What follows belongs to an exercise in optimizing a design on an open flow for small area, a short achievable clock period and few clock cycles per item; a production flow would make more cautious choices.
In this exercise RTL edits were held to simulation tests only and were not proved equivalent to the original.
Power and IR drop assume default switching activity.

**flow/design.v**
```verilog
module fp_alu_seq #(
   parameter int EXP_W = 8,
   parameter int MAN_W = 23
) (
   input  logic                   clk,
   input  logic                   rst,
   input  logic                   in_valid,
   output logic                   in_ready,
   input  logic [2:0]             op,
   input  logic [EXP_W+MAN_W:0]   a,
   input  logic [EXP_W+MAN_W:0]   b,
   output logic                   out_valid,
   input  logic                   out_ready,
   output logic [EXP_W+MAN_W:0]   result,
   output logic [3:0]             flags
);
   localparam int W  = 1 + EXP_W + MAN_W;
   localparam int SW = MAN_W + 1;    
   localparam int AW = MAN_W + 4;    
   localparam int MW = 2 * SW;       
   localparam int EW = EXP_W + 2;    
   localparam int LW = $clog2(MW);
   localparam int QW = MAN_W + 3;    
   localparam int CW = $clog2(QW);
   localparam logic [2:0] OP_ADD = 3'b000;
   localparam logic [2:0] OP_SUB = 3'b001;
   localparam logic [2:0] OP_MUL = 3'b010;
   localparam logic [2:0] OP_DIV = 3'b011;
   localparam logic [1:0] S_IDLE = 2'd0;
   localparam logic [1:0] S_EXEC = 2'd1;
   localparam logic [1:0] S_NORM = 2'd2;
   localparam logic [1:0] S_DONE = 2'd3;
   localparam logic [EW-1:0]    BIAS  = EW'((1 << (EXP_W - 1)) - 1);
   localparam logic [EW-1:0]    EMAX  = EW'((1 << EXP_W) - 1);
   localparam logic [EXP_W-1:0] SHMAX = EXP_W'(MAN_W + 3);
   localparam logic [W-1:0]     QNAN  = {1'b0, {EXP_W{1'b1}}, 1'b1, {(MAN_W-1){1'b0}}};
   function automatic logic [W-1:0] inf_w(input logic s);
      inf_w = {s, {EXP_W{1'b1}}, {MAN_W{1'b0}}};
   endfunction
   function automatic logic [W-1:0] zero_w(input logic s);
      zero_w = {s, {(W-1){1'b0}}};
   endfunction
   logic [1:0]    state_q, state_d;
   logic [W-1:0]  a_q, a_d, b_q, b_d;
   logic [2:0]    op_q, op_d;
   logic [CW-1:0] cnt_q, cnt_d;
   logic [MW-1:0] m_q, m_d;
   logic [EW-1:0] e_q, e_d;
   logic          s_q, s_d;
   logic [QW-1:0] q_q, q_d;
   logic [SW:0]   r_q, r_d;
   logic [W-1:0]  result_q, result_d;
   logic [3:0]    flags_q, flags_d;
   logic             sa, sb, sb_eff, sx;
   logic [EXP_W-1:0] ea, eb;
   logic             za, zb, ia, ib, na, nb;
   logic [SW-1:0]    siga, sigb;
   assign sa     = a_q[W-1];
   assign sb     = b_q[W-1];
   assign ea     = a_q[W-2 -: EXP_W];
   assign eb     = b_q[W-2 -: EXP_W];
   assign za     = (ea == '0);
   assign zb     = (eb == '0);
   assign ia     = (ea == '1) && (a_q[MAN_W-1:0] == '0);
   assign ib     = (eb == '1) && (b_q[MAN_W-1:0] == '0);
   assign na     = (ea == '1) && (a_q[MAN_W-1:0] != '0);
   assign nb     = (eb == '1) && (b_q[MAN_W-1:0] != '0);
   assign siga   = za ? '0 : {1'b1, a_q[MAN_W-1:0]};
   assign sigb   = zb ? '0 : {1'b1, b_q[MAN_W-1:0]};
   assign sb_eff = sb ^ (op_q == OP_SUB);
   assign sx     = sa ^ sb;
   logic             swap, big_s, sml_s;
   logic [EXP_W-1:0] big_e, sml_e, ediff, shamt;
   logic [SW-1:0]    big_sig, sml_sig;
   logic [2*AW-1:0]  wide;
   logic [AW-1:0]    aligned, big_ext;
   logic [AW:0]      sum;
   logic [MW-1:0]    m_add;
   always_comb begin
      swap    = (eb > ea) || ((eb == ea) && (sigb > siga));
      big_e   = swap ? eb : ea;
      sml_e   = swap ? ea : eb;
      big_sig = swap ? sigb : siga;
      sml_sig = swap ? siga : sigb;
      big_s   = swap ? sb_eff : sa;
      sml_s   = swap ? sa : sb_eff;
      ediff   = big_e - sml_e;
      shamt   = (ediff > SHMAX) ? SHMAX : ediff;
      wide    = {sml_sig, 3'b000, {AW{1'b0}}} >> shamt;
      aligned = {wide[2*AW-1:AW+1], wide[AW] | (|wide[AW-1:0])};
      big_ext = {big_sig, 3'b000};
      sum     = (big_s == sml_s) ? ({1'b0, big_ext} + {1'b0, aligned})
                                 : ({1'b0, big_ext} - {1'b0, aligned});
      m_add   = {sum, {(MW-AW-1){1'b0}}};
   end
   logic [MW-1:0] prod, m_div;
   logic [EW-1:0] e_mul, e_div;
   logic [SW:0]   dvs, r_sub, r_next;
   logic          rge;
   always_comb begin
      prod   = {{SW{1'b0}}, siga} * {{SW{1'b0}}, sigb};
      e_mul  = {2'b00, ea} + {2'b00, eb} - BIAS;
      e_div  = {2'b00, ea} - {2'b00, eb} + BIAS;
      dvs    = {1'b0, sigb};
      rge    = (r_q >= dvs);
      r_sub  = rge ? (r_q - dvs) : r_q;
      r_next = r_sub << 1;
      m_div  = {1'b0, q_q, {(MW-QW-2){1'b0}}, |r_q};
   end
   logic [MW-1:0]    m_n, norm;
   logic [LW-1:0]    lead;
   logic [EW-1:0]    e_n, e_r;
   logic [MAN_W-1:0] frac, frac_r;
   logic             norm_unused;
   always_comb begin
      m_n  = (op_q == OP_DIV) ? m_div : m_q;
      lead = '0;
      for (int i = 0; i < MW; i++) begin
         if (m_n[i]) lead = LW'(i);
      end
      norm = m_n << (LW'(MW - 1) - lead);
      e_n  = e_q + EW'(lead) - EW'(MW - 2);
      frac = norm[MW-2 -: MAN_W];
      frac_r = frac;
      e_r    = e_n;
      norm_unused = ^{norm[MW-1], norm[MW-2-MAN_W:0]};
   end
   logic          spec;
   logic [W-1:0]  spec_res;
   logic [3:0]    spec_fl;
   always_comb begin
      spec     = 1'b1;
      spec_res = QNAN;
      spec_fl  = 4'b0000;
      if (op_q[2]) begin
         spec_fl = 4'b1000;
      end else if (na || nb) begin
         spec_fl = 4'b0000;
      end else begin
         case (op_q[1:0])
            2'b00, 2'b01: begin
               if (ia && ib && (sa != sb_eff)) spec_fl  = 4'b1000;
               else if (ia)                    spec_res = inf_w(sa);
               else if (ib)                    spec_res = inf_w(sb_eff);
               else                            spec     = 1'b0;
            end
            2'b10: begin
               if ((ia && zb) || (za && ib)) spec_fl  = 4'b1000;
               else if (ia || ib)            spec_res = inf_w(sx);
               else if (za || zb)            spec_res = zero_w(sx);
               else                          spec     = 1'b0;
            end
            default: begin
               if ((za && zb) || (ia && ib)) spec_fl = 4'b1000;
               else if (ia)                  spec_res = inf_w(sx);
               else if (zb) begin
                  spec_res = inf_w(sx);
                  spec_fl  = 4'b0100;
               end
               else if (ib || za)            spec_res = zero_w(sx);
               else                          spec     = 1'b0;
            end
         endcase
      end
   end
   logic [W-1:0] res_fin;
   logic [3:0]   fl_fin;
   always_comb begin
      res_fin = {s_q, e_r[EXP_W-1:0], frac_r};
      fl_fin  = 4'b0000;
      if (spec) begin
         res_fin = spec_res;
         fl_fin  = spec_fl;
      end else if (m_n == '0) begin
         res_fin = '0;
      end else if (!e_r[EW-1] && (e_r >= EMAX)) begin
         res_fin = inf_w(s_q);
         fl_fin  = 4'b0010;
      end else if (e_r[EW-1] || (e_r == '0)) begin
         res_fin = zero_w(s_q);
         fl_fin  = 4'b0001;
      end
   end
   always_comb begin
      state_d  = state_q;
      a_d      = a_q;
      b_d      = b_q;
      op_d     = op_q;
      cnt_d    = cnt_q;
      m_d      = m_q;
      e_d      = e_q;
      s_d      = s_q;
      q_d      = q_q;
      r_d      = r_q;
      result_d = result_q;
      flags_d  = flags_q;
      case (state_q)
         S_IDLE: begin
            if (in_valid) begin
               a_d     = a;
               b_d     = b;
               op_d    = op;
               cnt_d   = '0;
               q_d     = '0;
               r_d     = {1'b0, 1'b1, a[MAN_W-1:0]};
               flags_d = 4'b0000;
               state_d = S_EXEC;
            end
         end
         S_EXEC: begin
            m_d = (op_q == OP_MUL) ? prod : m_add;
            e_d = (op_q == OP_MUL) ? e_mul : (op_q == OP_DIV) ? e_div : {2'b00, big_e};
            s_d = ((op_q == OP_MUL) || (op_q == OP_DIV)) ? sx : big_s;
            if (op_q == OP_DIV) begin
               q_d   = {q_q[QW-2:0], rge};
               r_d   = r_next;
               cnt_d = cnt_q + 1'b1;
               if (cnt_q == CW'(QW - 1)) state_d = S_NORM;
            end else begin
               state_d = S_NORM;
            end
         end
         S_NORM: begin
            result_d = res_fin;
            flags_d  = fl_fin;
            state_d  = S_DONE;
         end
         default: begin
            if (out_ready) state_d = S_IDLE;
         end
      endcase
   end
   always_ff @(posedge clk) begin
      if (rst) begin
         state_q  <= S_IDLE;
         a_q      <= '0;
         b_q      <= '0;
         op_q     <= '0;
         cnt_q    <= '0;
         m_q      <= '0;
         e_q      <= '0;
         s_q      <= 1'b0;
         q_q      <= '0;
         r_q      <= '0;
         result_q <= '0;
         flags_q  <= '0;
      end else begin
         state_q  <= state_d;
         a_q      <= a_d;
         b_q      <= b_d;
         op_q     <= op_d;
         cnt_q    <= cnt_d;
         m_q      <= m_d;
         e_q      <= e_d;
         s_q      <= s_d;
         q_q      <= q_d;
         r_q      <= r_d;
         result_q <= result_d;
         flags_q  <= flags_d;
      end
   end
   assign in_ready  = (state_q == S_IDLE);
   assign out_valid = (state_q == S_DONE);
   assign result    = result_q;
   assign flags     = flags_q;
endmodule
```
**flow/run.sh**
```bash
#!/bin/bash
# synth_recipe.tcl (not shown) runs the flow's synth.tcl, then flattens the netlist and writes it again
# the make line also repeats each setting of config.mk as NAME=value (left out here)
make -C /OpenROAD-flow-scripts/flow DESIGN_CONFIG=/design/flow/config.mk WORK_HOME=/design/flow/orfs CLKGATE_MAP_FILE= SYNTH_SCRIPT=/design/flow/synth_recipe.tcl finish
```
**flow/config.mk**
```make
export PLATFORM = sky130hd
export DESIGN_NAME = fp_alu_seq
export DESIGN_NICKNAME = fp_alu_seq
export VERILOG_FILES = /design/flow/design.v
export SDC_FILE = /design/flow/constraint.sdc
export NUM_CORES = 4
export LEC_CHECK = 0
export CAP_MARGIN = 20
export CORE_MARGIN = 2
export CORE_UTILIZATION = 40
export SLEW_MARGIN = 20
```
**flow/constraint.sdc**
```tcl
create_clock -name core_clock -period 11.0 [get_ports {clk}]
set_input_delay 2.2000 -clock core_clock [delete_from_list [all_inputs] [get_ports {clk}]]
set_output_delay 2.2000 -clock core_clock [all_outputs]
set_load 0.01 [all_outputs]
```
==> impl_results.md <==
* Crit path DAT at 10.91 ns
* Most frequent cells in the layout: nand2_1 (839), inv_1 (703), fa_1 (487)
* Num CTS Buffers at 26
* Post-DP Area at 43600 sq um
* Slowest-stage cell, CP: nor4_1
* Setup-failing EPs final at 0
* Leakage at 20.6 nW
* Cell Rows at 115
* Min-Delay Path Class: reg -> reg
* Mapped Cells at 5144
* DRT antenna net count at 0
* DIE HEIGHT at 319 um
* Global-route wire length before repair at 231 mm
* CTS H-tree depth at 1
* Sequential share of the synthesized area at 0.111
* Clock Pin Slew Worst Setup and Hold Paths at 0.06 ns
* Fin crit period at 10.42 ns
* Die area at 102000 sq um
* Final worst slack at 0.584 ns
* Drt pass-1 iters at 6
* CP top delay family: compound AO/OA/AOI/OAI gates
* Final Max Tran Viols at 0
* Worst path max stage delay at 0.75 ns
* Syn-to-layout area delta at 12.8%
* Commonest non-fill, non-tap cell in the layout: nand2_1
* CP Launch Type: register
* DP Worst Slack at 0.156 ns
* Detailed Route Iter0 Violations at 3652
* Share of layout cells above drive strength 1 at 0.0840
* Nets@finish at 6192
* Global Route Usage Sum at 0.296
* Post-DP HPWL at 123 mm
* Initial antenna violation count at 2
* Per-cell routed wire length at 23.1 um
* Placer congestion estimate at 0.998
* TritonCTS clock tree: done
* Worst Setup End Kind: register
* Worst-path fanout max at 27
* Fill cells at 10004
* Critical path class: reg -> reg
* Period Utilization, post-route at 0.947
* Hold Fails Final Rpt at 0
* Hold path cells at 2
* Synth area leaders: fa_1 (25%), dfxtp_1 (11%), ha_1 (11%), nand2_1 (8.0%), inv_1 (6.7%)
* Syn Area/Cell at 7.71 sq um
* Setup tns final at 0 ns
* Cell taking the most area after synthesis: fa_1
* FFs w/ async S/R, synth at 0
* Core area at 98300 sq um
* Skew final at 0.0195 ns
* Worst R2R Path Depth at 51
* Bufs on Longest Clock Path at 3
* CP Buf/Inv Count at 8
* Vias in the first global route at 36750
* Port Buffer Count at 108
* Peak VDD IR at 0.000306 V
* Num ports at 109
* Rel. slew slack at 0.233
* Fmax at 0.0960 GHz
* Post-Syn Area at 39700 sq um
* Clock Sinks at 220
* Yosys warns at 1
* Worst slew pin tran at 1.14 ns
* Design Area, Final at 44700 sq um
* Post-synth EDFFs at 0
* DR vias/cell at 5.69
* Clock root cell: clkbuf_16
* Largest net degree at the start of global routing at 101
* Grt ovf at 0
* DR DRC count at 0
* Latest clock arrival within the worst-skew pair at 0.60 ns
* Critical Path Stages at 51
* Ys flop type: dfxtp_1
* Syn nets at 6043
* Max capacitance violation total at 0
* Via count at 37529
* Required time of the worst setup path at 11.50 ns
* Initial Util at 0.404
* Distinct cells, synth at 100
* WL final at 152 mm
* PD cells at 297 nW/um^2
* Die Span X at 319 um
* Top cell type's share of synthesized area at 0.246
* Status: timing/DRC/antenna clean
* Synthesized flop and latch total at 220
* Post-layout util at 0.455
through the flow:
step | hold WS [ns] | std cells | power (W)
floorplan | 0.432 | 5144 | 0.00829
global placement | 0.430 | 6546 | 0.0120
detailed placement | 0.438 | 6546 | 0.0119
CTS | 0.446 | 6589 | 0.0129
global route | 0.475 | 6595 | 0.0142
finish | 0.437 | 6596 | 0.0133
sequential cells by signal (all words and copies together), names as in the netlist, 5 cells and up:
register / flops
q_q: 26
e_q: 10
b_q: 32
m_q: 48
a_q: 32
cnt_q: 5
result_q: 32
r_q: 25
path summary, 6_finish.rpt:
kind	to	startpoint	slack (ns)
max	m_q[45]	a_q[27]	0.58
min	result_q[8]	result_q[8]	0.44
max reg2reg	m_q[45]	a_q[27]	0.58
min reg2reg	result_q[8]	result_q[8]	0.44
cells in the mapped netlist, types with 9 or more instances:
library cell	count
nand2_1	842
inv_1	704
fa_1	487
nor2_1	400
ha_1	341
a21oi_1	302
clkbuf_1	243
dfxtp_1	220
o21ai_0	206
and2_1	191
mux2i_1	162
nor3_1	84
a211oi_1	63
xnor2_1	60
a22oi_1	54
nand3_1	54
o211ai_1	52
nor4_1	45
xor2_1	37
nand4_1	35
a21o_1	34
nand2b_1	30
o21bai_1	30
a21boi_0	27
a31oi_1	27
o21a_1	27
nor2b_1	24
o31ai_1	23
buf_1	19
and3_1	18
o22ai_1	18
or3_1	18
a311oi_1	17
a221oi_1	16
mux2_2	14
buf_2	13
o221ai_1	12
or2_2	12
a22o_1	10
o2111ai_1	10
o21ai_1	10
o31a_1	9
worst register-to-register path: cells and delay by family, from the launching register on:
| kind | cells | cell delay, ns |
|---|---|---|
| AO/OA/AOI/OAI | 26 | 4.63 |
| flip-flops | 1 | 0.30 |
| buffers and inverters | 8 | 1.23 |
| adder cells (fa/ha/maj) | 3 | 0.92 |
| AND/OR/NAND/NOR | 14 | 3.24 |
layer usage:
metal / wire length, um / vias up / global-route usage
met5: 13 / - / 0
met4: 6200 / 2 / 0.102
met3: 12800 / 264 / 0.0457
met2: 64900 / 1513 / 0.448
met1: 68500 / 18454 / 0.428
li1: - / 17296 / -
kinds of logic (layout without fill, tap and decap cells):
family,count (synthesis),count (layout),synth area share
flops,220,220,0.111
compound gates,1029,1029,0.168
mux,176,176,0.0449
xor+xnor,97,97,0.0214
other cells,0,1,0
simple gates,1801,1801,0.206
buf+inv,993,1157,0.0956
fa+ha+maj,828,828,0.353
layout make-up:
cell class,count,area (sq um),area share
Inverter,709,2660,0.0595
Clock inverter,10,118,0.00263
Sequential cell,220,4410,0.0985
Tap cell,1287,1610,0.0360
Clock buffer,33,727,0.0163
Multi-Input combinational cell,3931,31800,0.711
Antenna cell,1,2.50,0.0000560
Timing Repair Buffer,405,3410,0.0762
report_power, final:
| part | internal [W] | switching [W] |
|---|---|---|
| registers | 0.000969 | 0.000178 |
| clock network | 0.000509 | 0.000389 |
| logic | 0.00407 | 0.00717 |
timing repair:
| action | in CTS | in global routing |
|---|---|---|
| hold buffers | 0 | 0 |
| endpoints found under the setup margin | 0 | 8 |
| buffers inserted | 0 | 4 |
| endpoints found under the hold margin | 0 | 0 |
| resized for setup | 0 | 42 |
Testbench counts, summed over its fixed seeds: cycles 26,625, items 3,000.

[re-timing with driven ports]
Ports are ideal in the flow. The routed layout listed here was re-timed in OpenROAD.
Step 1, drivers: a clkbuf_16 drives clk and a buf_2 each remaining input, both assumed.
Step 2 adds t to the input delays and takes it off the output delays; t is the mean of the earliest and latest rising clock arrival at the registers after step 1. Input paths then give back, and output paths get back, about the clock's delay inside the block.
Slacks: ideal ports / drivers / drivers and shift; pairs: ideal ports / drivers.
t (ns): 0.652
slack for setup (ns): 0.584 / 0.584 / 0.584
worst hold slack (ns): 0.437 / 0.437 / 0.437
clock arrival spread, ns: 0.020 / 0.020
worst register clock-pin slew, ns: 0.07 / 0.07
After both steps this run still meets setup and hold. The setup slack of this run moves by 0.000 ns with the drivers and by 0.000 ns with both steps.
